Context: an optimization exercise on an open-source flow, tuned for small area, a short achievable clock period and few clock cycles per item. The choices shown serve that exercise and are no tape-out recipe. Function was checked by simulation only, so behaviour that the tests miss may differ from the original. Power is estimated from default activity; no workload was simulated.

==> run.sh <==
#!/bin/bash
# synth_recipe.tcl (not shown) runs the flow's synth.tcl, then flattens the netlist and writes it again
# the make line also repeats each setting of config.mk as NAME=value (left out here)
make -C /OpenROAD-flow-scripts/flow DESIGN_CONFIG=/design/flow/config.mk WORK_HOME=/design/flow/orfs CLKGATE_MAP_FILE= SYNTH_SCRIPT=/design/flow/synth_recipe.tcl finish
==> config.mk <==
export PLATFORM = sky130hd
export DESIGN_NAME = bit_sequence_concatenate
export DESIGN_NICKNAME = bit_sequence_concatenate
export VERILOG_FILES = /design/flow/design.v
export SDC_FILE = /design/flow/constraint.sdc
export NUM_CORES = 4
export LEC_CHECK = 0
export CAP_MARGIN = 20
export CORE_MARGIN = 2
export CORE_UTILIZATION = 40
export SLEW_MARGIN = 20
==> constraint.sdc <==
create_clock -name core_clock -period 7.0 [get_ports {clk}]
set_input_delay 1.4000 -clock core_clock [delete_from_list [all_inputs] [get_ports {clk}]]
set_output_delay 1.4000 -clock core_clock [all_outputs]
set_load 0.01 [all_outputs]
==> design.v <==
package bsc_pkg;
	localparam int WORD_BITS = 64;
	localparam int WORD_SH   = 6;
	localparam int MAX_BITS  = 65536;
	localparam int LEN_W = 17;
	localparam int WC_W  = $clog2(MAX_BITS / WORD_BITS + 1);
	localparam int TC_W  = $clog2(2 * (MAX_BITS / WORD_BITS) + 1);
	localparam int NB_W  = WORD_SH + 1;
	localparam int CFG_IDX_W = 1;
	localparam logic [CFG_IDX_W-1:0] REG_FIRST_LEN  = CFG_IDX_W'(0);
	localparam logic [CFG_IDX_W-1:0] REG_SECOND_LEN = CFG_IDX_W'(1);
	localparam int Q_DEPTH = 4;
	localparam int Q_PTR_W = $clog2(Q_DEPTH);
	localparam int Q_CNT_W = $clog2(Q_DEPTH + 1);
	localparam int ITEM_W  = WORD_BITS + NB_W + 2;
	typedef struct packed {
		logic [WORD_BITS-1:0] word;    
		logic [NB_W-1:0]      nbits;   
		logic                 last;    
		logic                 clr;     
	} item_t;
endpackage
module bsc_front (
	input  logic                              clk,
	input  logic                              arst_n,
	input  logic                              cfg_valid,
	output logic                              cfg_ready,
	input  logic [bsc_pkg::CFG_IDX_W-1:0]     cfg_index,
	input  logic [bsc_pkg::LEN_W-1:0]         cfg_data,
	input  logic                              in_valid,
	output logic                              in_stall,
	input  logic [bsc_pkg::WORD_BITS-1:0]     in_word,
	input  logic                              q_full,
	output logic                              q_push,
	output bsc_pkg::item_t                    q_item
);
	logic [bsc_pkg::LEN_W-1:0]     first_len_q, second_len_q;
	logic [bsc_pkg::LEN_W-1:0]     len1, len2, len_sel, sum1, sum2, rem;
	logic [bsc_pkg::WC_W-1:0]      w1, w2;
	logic [bsc_pkg::TC_W-1:0]      total, cnt_q, idx;
	logic                          in_first, drop, last, accept;
	logic [bsc_pkg::NB_W-1:0]      nbits;
	logic [bsc_pkg::WORD_BITS-1:0] mask;
	assign cfg_ready = 1'b1;
	always_ff @(posedge clk or negedge arst_n) begin
		if (!arst_n) begin
			first_len_q  <= '0;
			second_len_q <= '0;
		end else if (cfg_valid) begin
			unique case (cfg_index)
				bsc_pkg::REG_FIRST_LEN:  first_len_q  <= cfg_data;
				bsc_pkg::REG_SECOND_LEN: second_len_q <= cfg_data;
				default: ;
			endcase
		end
	end
	always_comb begin
		len1 = (first_len_q > bsc_pkg::LEN_W'(bsc_pkg::MAX_BITS)) ?
			bsc_pkg::LEN_W'(bsc_pkg::MAX_BITS) : first_len_q;
		len2 = (second_len_q > bsc_pkg::LEN_W'(bsc_pkg::MAX_BITS)) ?
			bsc_pkg::LEN_W'(bsc_pkg::MAX_BITS) : second_len_q;
		sum1 = len1 + bsc_pkg::LEN_W'(bsc_pkg::WORD_BITS - 1);
		sum2 = len2 + bsc_pkg::LEN_W'(bsc_pkg::WORD_BITS - 1);
		w1 = sum1[bsc_pkg::LEN_W-1:bsc_pkg::WORD_SH];
		w2 = sum2[bsc_pkg::LEN_W-1:bsc_pkg::WORD_SH];
		total = bsc_pkg::TC_W'(w1) + bsc_pkg::TC_W'(w2);
		in_first = cnt_q < bsc_pkg::TC_W'(w1);
		idx      = in_first ? cnt_q : cnt_q - bsc_pkg::TC_W'(w1);
		len_sel  = in_first ? len1 : len2;
		rem = len_sel - {idx[bsc_pkg::WC_W-1:0], bsc_pkg::WORD_SH'(0)};
		nbits = (rem > bsc_pkg::LEN_W'(bsc_pkg::WORD_BITS)) ?
			bsc_pkg::NB_W'(bsc_pkg::WORD_BITS) : rem[bsc_pkg::NB_W-1:0];
		mask = nbits[bsc_pkg::WORD_SH] ? '1 :
			~({bsc_pkg::WORD_BITS{1'b1}} << nbits[bsc_pkg::WORD_SH-1:0]);
		drop = cnt_q >= total;
		last = (cnt_q + bsc_pkg::TC_W'(1)) == total;
		in_stall = q_full;
		accept   = in_valid && !q_full;
		q_push       = accept && (total != '0);
		q_item.word  = in_word & mask;
		q_item.nbits = nbits;
		q_item.last  = last && !drop;
		q_item.clr   = drop;
	end
	always_ff @(posedge clk or negedge arst_n) begin
		if (!arst_n) begin
			cnt_q <= '0;
		end else if (q_push) begin
			cnt_q <= (drop || last) ? '0 : cnt_q + bsc_pkg::TC_W'(1);
		end
	end
endmodule
module bsc_queue (
	input  logic           clk,
	input  logic           arst_n,
	input  logic           push,
	input  bsc_pkg::item_t push_item,
	output logic           full,
	output logic           head_valid,
	output bsc_pkg::item_t head_item,
	input  logic           pop
);
	logic [bsc_pkg::ITEM_W-1:0]     entry_q [bsc_pkg::Q_DEPTH];
	logic [bsc_pkg::Q_PTR_W-1:0]   wr_ptr_q, rd_ptr_q;
	logic [bsc_pkg::Q_CNT_W-1:0]   cnt_q;
	logic                          do_push, do_pop;
	assign full       = cnt_q == bsc_pkg::Q_CNT_W'(bsc_pkg::Q_DEPTH);
	assign head_valid = cnt_q != '0;
	assign head_item  = entry_q[rd_ptr_q];
	assign do_push    = push && !full;
	assign do_pop     = pop && head_valid;
	always_ff @(posedge clk) begin
		if (do_push) begin
			entry_q[wr_ptr_q] <= push_item;
		end
	end
	always_ff @(posedge clk or negedge arst_n) begin
		if (!arst_n) begin
			wr_ptr_q <= '0;
			rd_ptr_q <= '0;
			cnt_q    <= '0;
		end else begin
			if (do_push) begin
				wr_ptr_q <= wr_ptr_q + bsc_pkg::Q_PTR_W'(1);
			end
			if (do_pop) begin
				rd_ptr_q <= rd_ptr_q + bsc_pkg::Q_PTR_W'(1);
			end
			case ({do_push, do_pop})
				2'b10:   cnt_q <= cnt_q + bsc_pkg::Q_CNT_W'(1);
				2'b01:   cnt_q <= cnt_q - bsc_pkg::Q_CNT_W'(1);
				default: cnt_q <= cnt_q;
			endcase
		end
	end
endmodule
module bsc_back (
	input  logic                          clk,
	input  logic                          arst_n,
	input  logic                          head_valid,
	input  bsc_pkg::item_t                head_item,
	output logic                          pop,
	output logic                          out_valid,
	input  logic                          out_stall,
	output logic [bsc_pkg::WORD_BITS-1:0] out_word,
	output logic                          out_last
);
	logic [bsc_pkg::WORD_SH-1:0]   fill_q, new_fill;
	logic [bsc_pkg::WORD_BITS-1:0] bits_q, shl, carry, combined, new_bits;
	logic [bsc_pkg::NB_W-1:0]      sum;
	logic                          full_w, two_beats, one_beat, out_free;
	logic                          out_valid_q, out_last_q, extra_q;
	logic [bsc_pkg::WORD_BITS-1:0] out_word_q, extra_word_q;
	always_comb begin
		shl      = head_item.word << fill_q;
		carry    = (fill_q == '0) ? '0 : ((head_item.word >> 1) >> (~fill_q));
		combined = bits_q | shl;
		sum      = bsc_pkg::NB_W'(fill_q) + head_item.nbits;
		full_w   = sum[bsc_pkg::WORD_SH];
		new_fill = sum[bsc_pkg::WORD_SH-1:0];
		new_bits = full_w ? carry : combined;
		two_beats = !head_item.clr && full_w && head_item.last && (new_fill != '0);
		one_beat  = !head_item.clr && (full_w || head_item.last);
		out_free = !out_valid_q || !out_stall;
		pop      = out_free && !extra_q && head_valid;
	end
	always_ff @(posedge clk or negedge arst_n) begin
		if (!arst_n) begin
			out_valid_q <= 1'b0;
			extra_q     <= 1'b0;
			fill_q      <= '0;
			bits_q      <= '0;
		end else if (out_free) begin
			if (extra_q) begin
				out_valid_q <= 1'b1;
				extra_q     <= 1'b0;
			end else if (head_valid) begin
				out_valid_q <= one_beat;
				extra_q     <= two_beats;
				if (head_item.clr || head_item.last) begin
					fill_q <= '0;
					bits_q <= '0;
				end else begin
					fill_q <= new_fill;
					bits_q <= new_bits;
				end
			end else begin
				out_valid_q <= 1'b0;
			end
		end
	end
	always_ff @(posedge clk) begin
		if (out_free) begin
			if (extra_q) begin
				out_word_q <= extra_word_q;
				out_last_q <= 1'b1;
			end else if (head_valid) begin
				out_word_q   <= combined;
				out_last_q   <= head_item.last && !two_beats;
				extra_word_q <= new_bits;
			end
		end
	end
	assign out_valid = out_valid_q;
	assign out_word  = out_word_q;
	assign out_last  = out_last_q;
endmodule
module bit_sequence_concatenate (
	input  logic                              clk,
	input  logic                              arst_n,
	input  logic                              cfg_valid,
	output logic                              cfg_ready,
	input  logic [bsc_pkg::CFG_IDX_W-1:0]     cfg_index,
	input  logic [bsc_pkg::LEN_W-1:0]         cfg_data,
	input  logic                              in_valid,
	output logic                              in_stall,
	input  logic [bsc_pkg::WORD_BITS-1:0]     in_word,
	output logic                              out_valid,
	input  logic                              out_stall,
	output logic [bsc_pkg::WORD_BITS-1:0]     out_word,
	output logic                              out_last
);
	logic           q_full, q_push, q_head_valid, q_pop;
	bsc_pkg::item_t q_item, q_head;
	bsc_front u_front (
		.clk       (clk),
		.arst_n    (arst_n),
		.cfg_valid (cfg_valid),
		.cfg_ready (cfg_ready),
		.cfg_index (cfg_index),
		.cfg_data  (cfg_data),
		.in_valid  (in_valid),
		.in_stall  (in_stall),
		.in_word   (in_word),
		.q_full    (q_full),
		.q_push    (q_push),
		.q_item    (q_item)
	);
	bsc_queue u_queue (
		.clk        (clk),
		.arst_n     (arst_n),
		.push       (q_push),
		.push_item  (q_item),
		.full       (q_full),
		.head_valid (q_head_valid),
		.head_item  (q_head),
		.pop        (q_pop)
	);
	bsc_back u_back (
		.clk        (clk),
		.arst_n     (arst_n),
		.head_valid (q_head_valid),
		.head_item  (q_head),
		.pop        (q_pop),
		.out_valid  (out_valid),
		.out_stall  (out_stall),
		.out_word   (out_word),
		.out_last   (out_last)
	);
endmodule
==> out/qor.csv <==
stage,metric,value,unit
yosys,synth_nets,2629,
floorplanning,core,0.0746,mm^2
clock_network,cts_num_sinks,546,
critical_path,critical_path_buf_inv_count,6,
final_layout,area_delta_synth_final,16.7,%
global_route,grt_util_all_layers,0.230,
clock_network,numCtsBuffers,59,
yosys,postSynthCellCount,2483,
sta,worst_slew_pin_slew,1.04,ns
clock_network,clock_latency,0.69,ns
critical_path,cp_slowest_cell,dfrtp_1,
power,p_leak,13.1,nW
power,vdd_ir_drop_max,0.370,mV
yosys,synth-edff-count,421,
detailed_routing,drt_first_pass_iters,6,
sta,timing.final.crit_share,0.939,
critical_path,reg2reg_depth,30,
critical_path,crit_type,reg -> reg,
final_layout,final_cell_mix,"edfxtp_1 (421), nor2_1 (189), nand2_1 (181), clkdlybuf4s50_1 (152)",
final_layout,fin_nets,2758,
sta,min_period,6.57,ns
final_layout,antennaDiodeCount,0,
yosys,netlist_area,0.0302,mm^2
critical_path,worst-endpoint-required,7.42,ns
final_layout,layout_commonest_cell,edfxtp_1,
place,dp_hpwl,64300,um
critical_path,crit_path_max_fanout,15,
yosys,synth.distinct_cells,83,
critical_path,cpMostUsedCell,buf_4,
outcome,outcome,finished clean,
detailed_routing,wl,89600,um
detailed_routing,vias_per_cell,5.95,
detailed_routing,wire_per_inst,24.7,um
clock_network,clk_path_buf_depth,3,
sta,hold_violations,0,
clock_network,cts_tree,built,
clock_network,root_buffer,clkbuf_16,
floorplanning,start_util,0.405,
yosys,synth-seq-area-share,0.522,
floorplanning,fp.dieH,279,um
sta,skew,0.0549,ns
critical_path,critPathTopFamily,simple AND/OR/NAND/NOR gates,
critical_path,cp.arrival,7.00,ns
yosys,yosys_warnings,3,
detailed_routing,post-route-drc-count,0,
hold_path,hold_path_depth,2,
hold_path,hold_class,reg -> reg,
critical_path,end_kind,register,
critical_path,r2r_slack,0.43,ns
place,portBuffers,153,
sta,timing.final.ws_setup,0.426,ns
sta,max_freq,152,MHz
critical_path,startpoint_type,register,
sta,timing.hold.ws,0.482,ns
place,gp_congestion,0.952,
place,pre_cts_slack,-0.0563,ns
floorplanning,die-area,0.0778,mm^2
clock_network,clk_pin_slew_worst_paths,0.06,ns
floorplanning,rows,100,
detailed_routing,drt_iter0_drc,2297,
flow_run,maxCapViolations,0,
floorplanning,dieWidth,279,um
power,fin_total_pwr,18.9,mW
global_route,antenna_found_initial,2,
global_route,overflow,0,
critical_path,path_depth,30,
yosys,avgSynthCellArea,12.2,um^2
critical_path,cpPeakStageDelay,0.43,ns
detailed_routing,vias,21600,
detailed_routing,ant_nets,0,
sta,slew_headroom,0.285,
final_layout,drive_gt1_frac,0.186,
yosys,synthArstFlopShare,0.229,
yosys,ys_seq_elements,546,
clock_network,h-tree-depth,2,
global_route,grt_max_degree,76,
power,p_per_area,537,mW/mm^2
sta,drv_slew,0,
sta,fin_tns_setup,0,ns
floorplanning,io_pins,155,
global_route,grt_pass1_wl,136000,um
sta,setup_viol,0,
final_layout,num-fill-cells,6647,
global_route,first_global_vias,21200,
yosys,yosys_most_used_dff,edfxtp_1,
-- power breakdown --
part	total, mW	internal (mW)	switching, mW
Combinational	10.4	3.99	6.44
Clock	3.24	1.87	1.36
Sequential	5.26	4.81	0.447
-- state kept, by name, summed over array words and instances, names as in the netlist --
signal,cells
u_front.second_len_q,17
u_queue.cnt_q,3
u_back.extra_q,1
u_back.out_last_q,1
u_back.out_word_q,64
u_front.first_len_q,17
u_back.extra_word_q,64
u_queue.wr_ptr_q,2
u_back.bits_q,64
u_front.cnt_q,12
u_back.out_valid_q,1
u_back.fill_q,6
u_queue.rd_ptr_q,2
u_queue.entry_q,292
-- worst reg2reg max path, delay by kind of cell (launching register included) --
kind | cells | cell delay (ns)
and+or+nand+nor | 9 | 1.64
adders and majority gates | 5 | 1.57
AOI/OAI and AO/OA | 9 | 1.57
buffers and inverters | 6 | 0.98
DFF | 1 | 0.43
xor gates and xnor gates | 1 | 0.16
-- metal layers --
metal,up-vias,wire length [um],track usage
li1,9702,-,-
met1,10800,39700,0.331
met2,912,41400,0.363
met3,155,5450,0.0258
met4,0,3050,0.0783
met5,-,0,0
-- synthesized netlist by cell type, types with 10 or more instances --
library cell | instances | area share
mux4_2 | 129 | 0.096
a31oi_1 | 20 | 0.0041
o22ai_1 | 24 | 0.0050
mux2i_1 | 125 | 0.041
o221ai_1 | 23 | 0.0067
xnor2_1 | 35 | 0.010
a222oi_1 | 17 | 0.0056
nand2_1 | 182 | 0.023
clkbuf_1 | 114 | 0.014
a211oi_1 | 15 | 0.0037
o21ai_0 | 133 | 0.022
mux2_2 | 131 | 0.049
a21o_1 | 16 | 0.0040
a21oi_1 | 115 | 0.019
nand4_1 | 20 | 0.0041
a22o_1 | 11 | 0.0032
nor2b_1 | 23 | 0.0048
buf_2 | 17 | 0.0028
and3_1 | 11 | 0.0023
o21a_1 | 23 | 0.0057
nor3_1 | 45 | 0.0075
a21boi_0 | 22 | 0.0055
buf_1 | 28 | 0.0035
nor2_1 | 195 | 0.024
edfxtp_1 | 421 | 0.42
ha_1 | 54 | 0.022
o31ai_1 | 10 | 0.0025
xor2_1 | 30 | 0.0087
and2_1 | 13 | 0.0027
nand3_1 | 52 | 0.0086
nor4_1 | 16 | 0.0033
inv_1 | 120 | 0.015
or3_1 | 12 | 0.0025
or4_1 | 10 | 0.0025
nand2b_1 | 20 | 0.0041
dfrtp_1 | 125 | 0.10
-- stage by stage --
step           cells  cell area [um^2]   util
2_1_floorplan   2483             30300      -
3_3_place_gp    3519             33100  0.445
3_5_place_dp    3519             33200  0.445
4_1_cts         3631             35200  0.472
5_1_grt         3632             35300  0.473
6_report        3632             35300  0.473
-- timing repair --
item | 4_1_cts | 5_1_grt
pin swaps | 0 | 6
hold buffers | 0 | 0
resized for setup | 1 | 17
endpoints found under the setup margin | 8 | 284
buffers inserted | 0 | 1
-- final cells by class --
| cell class | count | area [um^2] | area share |
|---|---|---|---|
| Sequential cell | 546 | 15800 | 0.448 |
| Timing Repair Buffer | 229 | 2230 | 0.0632 |
| Tap cell | 969 | 1210 | 0.0344 |
| Clock buffer | 73 | 1570 | 0.0445 |
| Clock inverter | 39 | 479 | 0.0136 |
| Inverter | 124 | 465 | 0.0132 |
| Multi-Input combinational cell | 1652 | 13500 | 0.384 |
-- logic make-up after synthesis --
family                   after synthesis  share of synthesized area
AO/OA/AOI/OAI                        509                      0.111
XOR/XNOR                              68                     0.0211
adder cells (fa/ha/maj)               60                     0.0260
buffers and inverters                285                     0.0365
flip-flops                           546                      0.522
multiplexers                         385                      0.186
other                                  1                   0.000124
AND/OR/NAND/NOR                      629                     0.0975
-- final timing paths --
check                                                       end                               start
min                               u_back.bits_q[53]$_DFFE_PN0P_       u_back.bits_q[53]$_DFFE_PN0P_
max reg2reg                    u_queue.entry_q[0][48]$_DFFE_PP_  u_front.first_len_q[3]$_DFFE_PN0P_
max in group asynchronous         u_back.bits_q[60]$_DFFE_PN0P_                              arst_n
max                            u_queue.entry_q[0][48]$_DFFE_PP_  u_front.first_len_q[3]$_DFFE_PN0P_
min reg2reg                       u_back.bits_q[53]$_DFFE_PN0P_       u_back.bits_q[53]$_DFFE_PN0P_
min in group asynchronous  u_front.second_len_q[14]$_DFFE_PN0P_                              arst_n
Testbench counts, summed over its fixed seeds: cycles 40,979, items 32,328.

[what the ideal ports hide]
Ports are ideal in the flow. The routed layout listed here was re-timed in OpenROAD. Step 1 (the two cells are an assumption about what drives the block):
set clk [get_ports {clk}]
set_driving_cell -lib_cell sky130_fd_sc_hd__clkbuf_16 $clk
set_driving_cell -lib_cell sky130_fd_sc_hd__buf_2 [delete_from_list [all_inputs] $clk]
Step 2 moves the port delays by t, midway between the first and last clock arrival at a register: inputs arrive t later, outputs are due t later. That takes back most of the time a late clock gives input paths. Three values: no drivers, after step 1, after step 2; two values: the first two.
t (ns): 0.728
setup slack, ns: 0.426 / 0.426 / 0.426
latest minus earliest clock arrival (ns): 0.055 / 0.055
slew at the worst register clock pin (ns): 0.07 / 0.07
worst slew at a driven data input, ns: 0.06
After both steps this run still meets setup and hold. For this run, drivers alone change the setup slack by 0.000 ns; drivers and shift together by 0.000 ns.
